Context: an optimization exercise on an open-source flow, tuned for a short achievable clock period and few clock cycles. The choices shown serve that exercise and are no tape-out recipe.
Function was checked by simulation only, so behaviour that the tests miss may differ from the original.

===== flow/config.mk =====
export PLATFORM = sky130hd
export DESIGN_NAME = riscv_core
export DESIGN_NICKNAME = riscv_core
export VERILOG_FILES = /design/flow/design.v
export SDC_FILE = /design/flow/constraint.sdc
export NUM_CORES = 4
export LEC_CHECK = 0
export CAP_MARGIN = 20
export CORE_MARGIN = 2
export CORE_UTILIZATION = 40
export SLEW_MARGIN = 20

===== flow/constraint.sdc =====
create_clock -name core_clock -period 6.2 [get_ports {clk}]
set_input_delay 1.2400 -clock core_clock [delete_from_list [all_inputs] [get_ports {clk}]]
set_output_delay 1.2400 -clock core_clock [all_outputs]
set_load 0.01 [all_outputs]

===== flow/design.v =====
`default_nettype none
package riscv_pkg;
	typedef enum logic [6:0] {
		OP_LW  = 7'b0000011,
		OP_SW  = 7'b0100011,
		OP_R   = 7'b0110011,
		OP_I   = 7'b0010011,
		OP_BEQ = 7'b1100011,
		OP_JAL = 7'b1101111
	} opcode_t;
	typedef enum logic [2:0] {
		ALU_ADD = 3'd0,
		ALU_SUB = 3'd1,
		ALU_AND = 3'd2,
		ALU_OR  = 3'd3,
		ALU_SLT = 3'd4
	} alu_op_t;
	typedef enum logic [1:0] {
		IMM_I = 2'd0,
		IMM_S = 2'd1,
		IMM_B = 2'd2,
		IMM_J = 2'd3
	} imm_src_t;
	typedef enum logic [1:0] {
		RES_ALU = 2'd0,  
		RES_MEM = 2'd1,  
		RES_PC4 = 2'd2   
	} result_src_t;
	typedef enum logic [1:0] {
		FWD_RF  = 2'd0,
		FWD_WB  = 2'd1,
		FWD_MEM = 2'd2
	} fwd_sel_t;
endpackage
`default_nettype wire
`timescale 1ns/1ps
`default_nettype none
module riscv_core (
	input  logic                               clk,
	input  logic                               rst,
	input  logic                               imem_we,
	input  logic [$clog2(64)-1:0]  imem_addr,
	input  logic [32-1:0]                imem_wdata,
	output logic                               wb_valid,
	output logic [5-1:0]              wb_rd,
	output logic [32-1:0]                wb_data,
	output logic                               st_valid,
	output logic [32-1:0]                st_addr,
	output logic [32-1:0]                st_data
);
	localparam logic [6:0] OP_LW  = 7'b0000011;
	localparam logic [6:0] OP_SW  = 7'b0100011;
	localparam logic [6:0] OP_R   = 7'b0110011;
	localparam logic [6:0] OP_I   = 7'b0010011;
	localparam logic [6:0] OP_BEQ = 7'b1100011;
	localparam logic [6:0] OP_JAL = 7'b1101111;
	function automatic logic [5:0] pred_next(input logic [31:0] w, input logic [5:0] idx);
		if (w[6:0] == OP_JAL)
			pred_next = idx + w[27:22];
		else if (w[6:0] == OP_BEQ && w[19:15] == w[24:20])
			pred_next = idx + {w[27:25], w[11:9]};
		else
			pred_next = idx + 6'd1;
	endfunction
	logic [31:0] imem  [0:63];
	logic [5:0]  inext [0:63];
	always_ff @(posedge clk) begin
		if (rst && imem_we) begin
			imem[imem_addr]  <= imem_wdata;
			inext[imem_addr] <= pred_next(imem_wdata, imem_addr);
		end
	end
	logic        wr0;
	logic [31:0] w0;
	logic [5:0]  n0;
	assign wr0 = imem_we && imem_addr == 6'd0;
	assign w0  = wr0 ? imem_wdata : imem[0];
	assign n0  = wr0 ? pred_next(imem_wdata, 6'd0) : inext[0];
	logic [5:0]  pc;       
	logic [31:0] ir;       
	logic [5:0]  pc_d;
	logic        v_d;
	logic        v_e, wr_e, wrnz_e, ld_e, st_e, br_e;
	logic        sel_sum_e, sel_sub_e, sel_and_e, sel_or_e, sel_slt_e;
	logic [4:0]  rd_e;
	logic [5:0]  tgt_e;
	logic [31:0] a_e, b_e, s_e;
	logic        redirect;
	logic [31:0] res_e;
	always_ff @(posedge clk) begin
		if (rst) begin
			ir   <= w0;
			pc_d <= 6'd0;
			v_d  <= 1'b1;
			pc   <= n0;
		end else begin
			ir   <= imem[pc];
			pc_d <= pc;
			v_d  <= !redirect;
			pc   <= redirect ? tgt_e : inext[pc];
		end
	end
	logic [6:0]  op;
	logic [2:0]  f3;
	logic [4:0]  rs1, rs2, rd;
	logic        is_r, is_i, is_ld, is_st, is_br, is_jal;
	logic        wr_d, use_imm;
	logic [31:0] imm, link, rf1, rf2, fa_v, fb_v;
	logic        fa, fb;
	assign op  = ir[6:0];
	assign f3  = ir[14:12];
	assign rs1 = ir[19:15];
	assign rs2 = ir[24:20];
	assign rd  = ir[11:7];
	assign is_r   = op == OP_R;
	assign is_i   = op == OP_I;
	assign is_ld  = op == OP_LW;
	assign is_st  = op == OP_SW;
	assign is_br  = op == OP_BEQ;
	assign is_jal = op == OP_JAL;
	assign wr_d    = is_r || is_i || is_ld || is_jal;
	assign use_imm = is_i || is_ld || is_st || is_jal;
	always_comb begin
		if (is_st)       imm = {{20{ir[31]}}, ir[31:25], ir[11:7]};
		else if (is_jal) imm = '0;
		else             imm = {{20{ir[31]}}, ir[31:20]};
	end
	assign link = {23'd0, {1'b0, pc_d} + 7'd1, 2'b00};
	logic [31:0] rf [1:31];
	assign rf1 = (rs1 == 5'd0) ? '0 : rf[rs1];
	assign rf2 = (rs2 == 5'd0) ? '0 : rf[rs2];
	always_ff @(posedge clk) begin
		if (v_e && wrnz_e) begin
			rf[rd_e] <= res_e;
		end
	end
	assign fa   = v_e && wrnz_e && rd_e == rs1;
	assign fb   = v_e && wrnz_e && rd_e == rs2;
	assign fa_v = fa ? res_e : rf1;
	assign fb_v = fb ? res_e : rf2;
	always_ff @(posedge clk) begin
		v_e <= !rst && v_d && !redirect;
	end
	always_ff @(posedge clk) begin
		wr_e      <= wr_d;
		wrnz_e    <= wr_d && rd != 5'd0;
		ld_e      <= is_ld;
		st_e      <= is_st;
		br_e      <= is_br && rs1 != rs2;  
		rd_e      <= rd;
		tgt_e     <= pc_d + {ir[27:25], ir[11:9]};
		sel_sub_e <= is_r && f3 == 3'b000 && ir[30];
		sel_slt_e <= is_r && f3 == 3'b010;
		sel_or_e  <= is_r && f3 == 3'b110;
		sel_and_e <= is_r && f3 == 3'b111;
		sel_sum_e <= !is_ld && !(is_r && (f3 == 3'b010 || f3 == 3'b110 || f3 == 3'b111 ||
			(f3 == 3'b000 && ir[30])));
		a_e       <= is_jal ? link : fa_v;
		b_e       <= use_imm ? imm : fb_v;
		s_e       <= fb_v;
	end
	logic [31:0] sum, diff, ld_v;
	logic [7:0]  ea;
	logic        slt;
	assign sum  = a_e + b_e;
	assign diff = a_e - b_e;
	assign slt  = (a_e[31] ^ b_e[31]) ? a_e[31] : diff[31];
	assign ea   = a_e[7:0] + b_e[7:0];
	logic [31:0] dmem [0:63];
	assign ld_v = dmem[ea[7:2]];
	always_ff @(posedge clk) begin
		if (v_e && st_e) begin
			dmem[ea[7:2]] <= s_e;
		end
	end
	assign res_e = ({32{sel_sum_e}} & sum)
		| ({32{sel_sub_e}} & diff)
		| ({32{sel_and_e}} & (a_e & b_e))
		| ({32{sel_or_e}}  & (a_e | b_e))
		| {31'd0, sel_slt_e & slt}
		| ({32{ld_e}} & ld_v);
	assign redirect = v_e && br_e && a_e == s_e;
	always_ff @(posedge clk) begin
		if (rst) begin
			wb_valid <= 1'b0;
			st_valid <= 1'b0;
		end else begin
			wb_valid <= v_e && wr_e;
			st_valid <= v_e && st_e;
		end
	end
	always_ff @(posedge clk) begin
		wb_rd   <= rd_e;
		wb_data <= res_e;
		st_addr <= sum;
		st_data <= s_e;
	end
endmodule
`default_nettype wire

===== flow/run.sh =====
#!/bin/bash
# synth_recipe.tcl (not shown) runs the flow's synth.tcl, then flattens the netlist and writes it again
# the make line also repeats each setting of config.mk as NAME=value (left out here)
make -C /OpenROAD-flow-scripts/flow DESIGN_CONFIG=/design/flow/config.mk WORK_HOME=/design/flow/orfs CLKGATE_MAP_FILE= SYNTH_SCRIPT=/design/flow/synth_recipe.tcl finish

==> impl_metrics.py, run 1 <==
metrics = {
    "route": {
        "routed_wl_um": 742000,
        "wl_per_cell_um": 35.8,
        "first_pass_iters": 9,
        "via_per_inst": 6.29,
        "post-route-drc-count": 0,
        "drtIter0Drc": 19909,
        "ant_nets": 0,
        "num_vias": 130344,
    },
    "cells_and_area": {
        "final_util_pct": 46.1,
        "final_common_cell": "edfxtp_1",
        "fin_nets": 12820,
        "fillers": 47907,
        "drive_gt1_share_pct": 24.3,
        "final_cell_mix": "edfxtp_1, mux4_2, clkbuf_16",
        "final_area_sq_mm": 0.264,
        "area_growth_pct": 15.0,
    },
    "logic_synthesis": {
        "syn_inst": 12022,
        "avgSynthCellArea_sq_um": 19.1,
        "yosys_most_used_dff": "edfxtp_1",
        "ys_warn_count": 1,
        "postSynthNetCount": 12174,
        "synth-seq-cells": 5738,
        "synthDistinctLibCells": 108,
        "yosysSeqAreaShare_pct": 73.9,
        "synth-edff-count": 5472,
        "synth-async-reset-ratio_pct": 0,
        "netlist_area_sq_mm": 0.230,
    },
    "timing": {
        "setup_viol": 0,
        "post-route-min-period_ns": 6.03,
        "clock.fmax_mhz": 166,
        "final.setup.tns_ns": 0,
        "timing.slew.headroom_pct": 15.6,
        "finalCritPeriodShare_pct": 97.3,
        "final-hold-violation-count": 0,
        "rsz0062_at_grt": "false",
        "finalClockSkew_ns": 0.0898,
        "worst_pin_slew_ns": 1.26,
        "maxSlewViolCount": 0,
    },
    "clock_network": {
        "ctsResizeCount": 0,
        "post_cts_buffers": 0,
        "cts_buffers": 600,
        "cts_root_buf": "clkbuf_16",
        "max-clock-path-buffers": 4,
        "cts.sinks": 5738,
        "cts_tree": "built",
        "cts.reportedPaths.clkPinSlew_ns": 0.06,
        "postCtsHoldBufs": 0,
        "htreeDepth": 6,
        "clk_latency_ns": 1.15,
    },
    "worst_setup_path": {
        "crit_end": "rf[13][25]",
        "required_ns": 7.02,
        "start_kind": "register",
        "worstPathMaxFanout": 49,
        "endpoint_kind": "register",
        "cp-startpoint": "a_e[2]",
        "critPathKind": "reg2reg",
        "ff2ff_path_depth": 17,
        "r2r_slack_ns": 0.17,
        "r2r_end": "rf[13][25]",
        "r2r-start": "a_e[2]",
        "worstPathArrival_ns": 6.85,
    },
    "die": {
        "die_h_um": 762,
        "initial_utilization_pct": 40.1,
        "fp.coreArea_sq_mm": 0.573,
        "die_w_um": 762,
        "rows": 278,
        "ios": 144,
        "die-area_sq_mm": 0.580,
    },
    "min_path": {
        "hp-class": "reg2reg",
    },
    "global_routing": {
        "grt_use_total_pct": 24.9,
        "grt_max_degree": 121,
        "overflow": 0,
        "grt_pass1_vias": 126056,
        "grt_pass1_wl_um": 1020000,
        "antenna_found_initial": 47,
    },
    "status": {
        "status": "no timing/DRC/antenna violations",
    },
    "placement": {
        "place.gp.congestion": 0.937,
        "place_area_sq_mm": 0.245,
        "hpwl_um": 436000,
        "io_buffers": 143,
    },
    "job": {
        "cap_violations": 0,
    },
}
==> layer usage <==
| layer | track usage (%) | routed length, um |
|---|---|---|
| met4 | 9.99 | 34300 |
| met3 | 5.23 | 79900 |
| met2 | 38.2 | 339000 |
| met1 | 34.9 | 289000 |
| met5 | 0 | 121 |
==> critical path: stages, from the launching register on <==
cell,delay [ns]
dfxtp_1,0.40
inv_1,0.07
ha_1,0.71
nor2_1,0.17
o21ai_4,0.24
buf_4,0.72
nand3_1,0.20
buf_4,0.29
buf_4,0.26
o221ai_1,0.21
a22oi_1,0.09
o22ai_1,0.44
or3_1,0.38
nor4_2,0.16
buf_4,0.21
nor4b_2,0.74
inv_1,0.20
buf_12,0.22
==> how the worst min path moves through the flow <==
stage / slack [ns] / depth (start not counted) / to / startpoint
5_1_grt: 0.44 / 0 / st_data[29] / s_e[29]
3_3_place_gp: 0.43 / 1 / sel_or_e / ir[12]
3_5_place_dp: 0.43 / 1 / sel_or_e / ir[12]
6_report: 0.41 / 1 / sel_or_e / ir[12]
4_1_cts: 0.42 / 1 / sel_or_e / ir[12]
2_1_floorplan: 0.33 / 0 / wb_rd[2] / rd_e[2]
==> cells by family (layout without fill, tap and decap cells) <==
family,Yosys count,count (layout),synth area share [%]
flops,5738,5738,73.9
fa+ha+maj,111,111,0.621
mux,1704,1704,14.6
compound gates,1812,1812,5.59
buf+inv,910,2026,1.73
xor+xnor,108,108,0.418
other cells,0,14,0
simple gates,1639,1639,3.15
==> cell type report <==
class | instances | area, sq um | share of cell area, %
repair buffers | 815 | 8050 | 3.05
multi-input cells | 5374 | 57800 | 21.9
well taps | 7560 | 9460 | 3.58
flip-flops and latches | 5738 | 170000 | 64.2
inverters | 139 | 566 | 0.214
clock buffers | 802 | 16300 | 6.15
diodes | 14 | 35.0 | 0.0133
clock inverters | 270 | 2360 | 0.892
==> state kept, by name, summed over array words and instances (netlist names), 32 cells and up <==
register  cells
dmem       2048
imem       2048
rf          992
inext       384
a_e          32
b_e          32
ir           32
s_e          32
st_addr      32
st_data      32
wb_data      32
==> through the flow <==
stage / cells / hold WS, ns / worst slack [ns]
floorplan: 12022 / 0.329 / 1.05
global placement: 19618 / 0.431 / -0.411
detailed placement: 19623 / 0.429 / 0.262
CTS: 20695 / 0.418 / 0.253
global route: 20700 / 0.444 / 0.0686
finish: 20712 / 0.406 / 0.167
==> Yosys cell counts (26+ instances only) <==
cell | instances | area share, %
a221oi_1 | 107 | 0.41
inv_1 | 130 | 0.21
buf_4 | 36 | 0.12
a21oi_1 | 261 | 0.57
nor2_1 | 718 | 1.2
xor2_1 | 46 | 0.18
buf_1 | 131 | 0.21
mux2i_1 | 335 | 1.5
nand4_1 | 35 | 0.095
o221ai_1 | 219 | 0.84
nand3_1 | 99 | 0.22
o22ai_1 | 326 | 0.89
a31oi_1 | 69 | 0.19
a221o_1 | 27 | 0.12
mux2_2 | 49 | 0.24
a211oi_1 | 99 | 0.32
a22oi_1 | 63 | 0.21
and3_1 | 42 | 0.11
o211ai_1 | 67 | 0.22
nor2b_1 | 48 | 0.13
o2bb2ai_1 | 26 | 0.099
buf_2 | 237 | 0.52
o21ai_0 | 232 | 0.51
xnor2_1 | 60 | 0.23
ha_1 | 106 | 0.58
nor4_1 | 45 | 0.12
mux4_2 | 1320 | 13
nor3_1 | 71 | 0.15
nand2_1 | 456 | 0.75
a21o_1 | 39 | 0.13
dfxtp_1 | 266 | 2.3
clkbuf_1 | 350 | 0.57
or3_1 | 30 | 0.082
edfxtp_1 | 5472 | 72
Testbench counts, summed over its fixed seeds: cycles 74,704.
==> run 2: changes to the inputs <==
--- a/flow/design.v
+++ b/flow/design.v
@@ -129,15 +129,23 @@
 	logic [31:0] rf [1:31];
 	assign rf1 = (rs1 == 5'd0) ? '0 : rf[rs1];
 	assign rf2 = (rs2 == 5'd0) ? '0 : rf[rs2];
-	always_ff @(posedge clk) begin
-		if (v_e && wrnz_e) begin
-			rf[rd_e] <= res_e;
-		end
-	end
-	assign fa   = v_e && wrnz_e && rd_e == rs1;
+	logic wrnz_w;
+	always_ff @(posedge clk) begin
+		if (wrnz_w) begin
+			rf[wb_rd] <= wb_data;
+		end
+	end
+	logic        fa_w, fb_w;
+	logic [31:0] ra, rb, rbi;
+	assign fa   = v_e && wrnz_e && rd_e == rs1 && !is_jal;
 	assign fb   = v_e && wrnz_e && rd_e == rs2;
-	assign fa_v = fa ? res_e : rf1;
-	assign fb_v = fb ? res_e : rf2;
+	assign fa_w = wrnz_w && wb_rd == rs1;
+	assign fb_w = wrnz_w && wb_rd == rs2;
+	assign ra   = is_jal ? link : fa_w ? wb_data : rf1;
+	assign rb   = fb_w ? wb_data : rf2;
+	assign rbi  = use_imm ? imm : rb;
+	assign fa_v = fa ? res_e : ra;
+	assign fb_v = fb ? res_e : rb;
 	always_ff @(posedge clk) begin
 		v_e <= !rst && v_d && !redirect;
 	end
@@ -155,8 +163,8 @@
 		sel_and_e <= is_r && f3 == 3'b111;
 		sel_sum_e <= !is_ld && !(is_r && (f3 == 3'b010 || f3 == 3'b110 || f3 == 3'b111 ||
 			(f3 == 3'b000 && ir[30])));
-		a_e       <= is_jal ? link : fa_v;
-		b_e       <= use_imm ? imm : fb_v;
+		a_e       <= fa_v;
+		b_e       <= (fb && !use_imm) ? res_e : rbi;
 		s_e       <= fb_v;
 	end
 	logic [31:0] sum, diff, ld_v;
@@ -183,8 +191,10 @@
 	always_ff @(posedge clk) begin
 		if (rst) begin
 			wb_valid <= 1'b0;
+			wrnz_w   <= 1'b0;
 			st_valid <= 1'b0;
 		end else begin
+			wrnz_w   <= v_e && wrnz_e;
 			wb_valid <= v_e && wr_e;
 			st_valid <= v_e && st_e;
 		end
--- a/flow/config.mk
+++ b/flow/config.mk
@@ -7,5 +7,5 @@
 export LEC_CHECK = 0
 export CAP_MARGIN = 20
 export CORE_MARGIN = 2
-export CORE_UTILIZATION = 40
+export CORE_UTILIZATION = 35
 export SLEW_MARGIN = 20
==> impl_metrics.py, run 2 <==
metrics = {
    "status": {
        "status": "no timing/DRC/antenna violations",
    },
    "route": {
        "num_vias": 132573,
        "first_pass_iters": 7,
        "drtIter0Drc": 21555,
        "ant_nets": 0,
        "post-route-drc-count": 0,
        "via_per_inst": 6.03,
        "wl_per_cell_um": 34.4,
        "routed_wl_um": 757000,
    },
    "clock_network": {
        "htreeDepth": 6,
        "cts_tree": "built",
        "cts_root_buf": "clkbuf_16",
        "max-clock-path-buffers": 4,
        "postCtsHoldBufs": 0,
        "ctsResizeCount": 0,
        "cts.reportedPaths.clkPinSlew_ns": 0.07,
        "clk_latency_ns": 1.17,
        "cts_buffers": 581,
        "cts.sinks": 5739,
        "post_cts_buffers": 0,
    },
    "cells_and_area": {
        "fin_nets": 12965,
        "fillers": 58306,
        "area_growth_pct": 15.1,
        "final_util_pct": 40.4,
        "seqCellArea_sq_mm": 0.170,
        "final_common_cell": "edfxtp_1",
        "drive_gt1_share_pct": 23.9,
        "final_cell_mix": "edfxtp_1, mux4_2, clkbuf_16",
        "multiInputGateArea_sq_mm": 0.0589,
    },
    "worst_setup_path": {
        "critPathKind": "reg2reg",
        "endpoint_kind": "register",
        "worstPathArrival_ns": 6.96,
        "max_stage_delay_ns": 0.94,
        "critical_path.slowest_cell": "a21oi_1",
        "r2r_end": "b_e[10]",
        "r2r-start": "a_e[0]",
        "required_ns": 7.16,
        "cpLargestDelayFamily": "compound AO/OA/AOI/OAI gates",
        "r2r_slack_ns": 0.19,
        "worstPathMaxFanout": 23,
        "cp.buffers_inverters": 2,
        "worstPathCellList": "ha_1, fa_1, a211oi_4, o21ba_1, o21ai_4, buf_4, o21ai_0, o22ai_1, a21oi_1, a221oi_1, buf_2, a41o_1, mux2_2, a22o_1",
        "ff2ff_path_depth": 14,
        "start_kind": "register",
    },
    "timing": {
        "final-hold-violation-count": 0,
        "finalCritPeriodShare_pct": 96.9,
        "maxSlewViolCount": 0,
        "timing.slew.headroom_pct": 11.8,
        "worst_slack_ns": 0.192,
        "worst_pin_slew_ns": 1.31,
        "rsz0062_at_grt": "false",
        "setup_viol": 0,
        "whs_ns": 0.393,
        "final.setup.tns_ns": 0,
        "post-route-min-period_ns": 6.01,
        "clock.fmax_mhz": 166,
        "finalClockSkew_ns": 0.129,
    },
    "logic_synthesis": {
        "postSynthNetCount": 12437,
        "syn_inst": 12285,
        "yosys_most_used_dff": "edfxtp_1",
        "synth_top_cell_by_area": "edfxtp_1",
        "synth-async-reset-ratio_pct": 0,
        "synth-edff-count": 5472,
        "avgSynthCellArea_sq_um": 18.8,
        "synthDistinctLibCells": 113,
        "ys_warn_count": 1,
        "ys_top_cells_by_count": "edfxtp_1, mux4_2, nor2_1",
        "ys_top_cells_by_area": "edfxtp_1, mux4_2, dfxtp_1",
        "synth-seq-cells": 5739,
        "synth_most_common_cell": "edfxtp_1",
        "netlist.area_leader.share_pct": 71.1,
        "yosysSeqAreaShare_pct": 73.4,
        "netlist_area_sq_mm": 0.231,
    },
    "placement": {
        "hpwl_um": 445000,
        "dp_slack_ns": 0.578,
        "io_buffers": 143,
        "place.gp.congestion": 0.921,
    },
    "die": {
        "rows": 298,
        "die_h_um": 817,
        "initial_utilization_pct": 35.1,
        "die_w_um": 817,
        "ios": 144,
        "fp.coreArea_sq_mm": 0.658,
        "die-area_sq_mm": 0.667,
    },
    "min_path": {
        "hp-start": "rd_e[3]",
        "hold_end": "wb_rd[3]",
        "hp-class": "reg2reg",
        "whs_path_depth": 0,
    },
    "job": {
        "cap_violations": 0,
    },
    "global_routing": {
        "grt_pass1_wl_um": 1040000,
        "overflow": 0,
        "grt_max_degree": 114,
        "antenna_found_initial": 48,
        "grt_pass1_vias": 127535,
        "grt_use_total_pct": 22.0,
    },
}
-- run 2: changes by cell type after synthesis, moves of 27 or more --
cell      previous run  this run
a211oi_1            99       147
a21oi_1            261       288
nor2_1             718       665
nor3_1              71       121
o31ai_1             22        49
buf_2              237       268
mux2i_1            335       308
-- run 2: logic make-up (layout without fill, tap and decap cells) --
group / Yosys count / in the layout / synth area share [%]
buf+inv: 964 / 1957 / 1.82
xor+xnor: 118 / 118 / 0.462
fa+ha+maj: 111 / 111 / 0.617
simple gates: 1700 / 1700 / 3.31
other cells: 0 / 24 / 0
mux: 1677 / 1677 / 14.3
compound gates: 1976 / 1976 / 6.06
flops: 5739 / 5739 / 73.4
-- run 2: layout make-up --
class / count / share of cell area (%)
Sequential cell: 5739 / 63.8
Multi-Input combinational cell: 5582 / 22.1
Clock buffer: 753 / 5.88
Tap cell: 8700 / 4.09
Timing Repair Buffer: 762 / 2.82
Clock inverter: 295 / 1.04
Inverter: 147 / 0.221
Antenna cell: 24 / 0.0226
-- run 2: worst max-delay path by stage --
stage	slack, ns	depth (start not counted)	to	start
floorplan	0.90	12	inext[0][4]	imem_wdata[22]
global placement	0.59	13	b_e[15]	a_e[0]
detailed placement	0.58	14	b_e[10]	a_e[0]
CTS	0.54	14	b_e[10]	a_e[0]
global route	0.23	14	b_e[10]	a_e[4]
finish	0.19	14	b_e[10]	a_e[0]
-- run 2: per-layer routing --
metal / track usage, % / up-vias / routed length [um]
met2: 33.8 / 8413 / 344000
li1: - / 52151 / -
met1: 30.4 / 70436 / 295000
met5: 0 / - / 129
met4: 8.56 / 20 / 34700
met3: 5.07 / 1553 / 83100
-- run 2: metrics by stage --
| stage | cells | cell area (sq um) |
|---|---|---|
| final | 22002 | 266000 |
| after global routing | 21982 | 266000 |
| after CTS | 21975 | 266000 |
| after detailed placement | 20927 | 248000 |
| after global placement | 20925 | 248000 |
| after floorplan | 12285 | 231000 |
Testbench counts of run 2, summed over its fixed seeds: cycles 74,704.

-- separate check: timing with driven ports --
No port has a modelled driver above. Below, the same layouts with a new extraction and two added sets of constraints.
Step 1 assumes that a clkbuf_16 drives the clock port and a buf_2 every other input.
Step 2, shift: input delay + t, output delay - t, t = (earliest + latest rising clock arrival at the registers) / 2. This alone moves slack from input paths to output paths.
a / b / c = ideal / step 1 / step 2; a / b = the first two.
| run | shift t [ns] | setup slack, ns | worst data-port slew with drivers (ns) |
|---|---|---|---|
| run 1 | 1.200 | 0.167 / 0.167 / 0.167 | 0.15 |
| run 2 | 1.230 | 0.192 / 0.192 / 0.192 | 0.18 |
After both steps setup and hold are still met in every run listed.
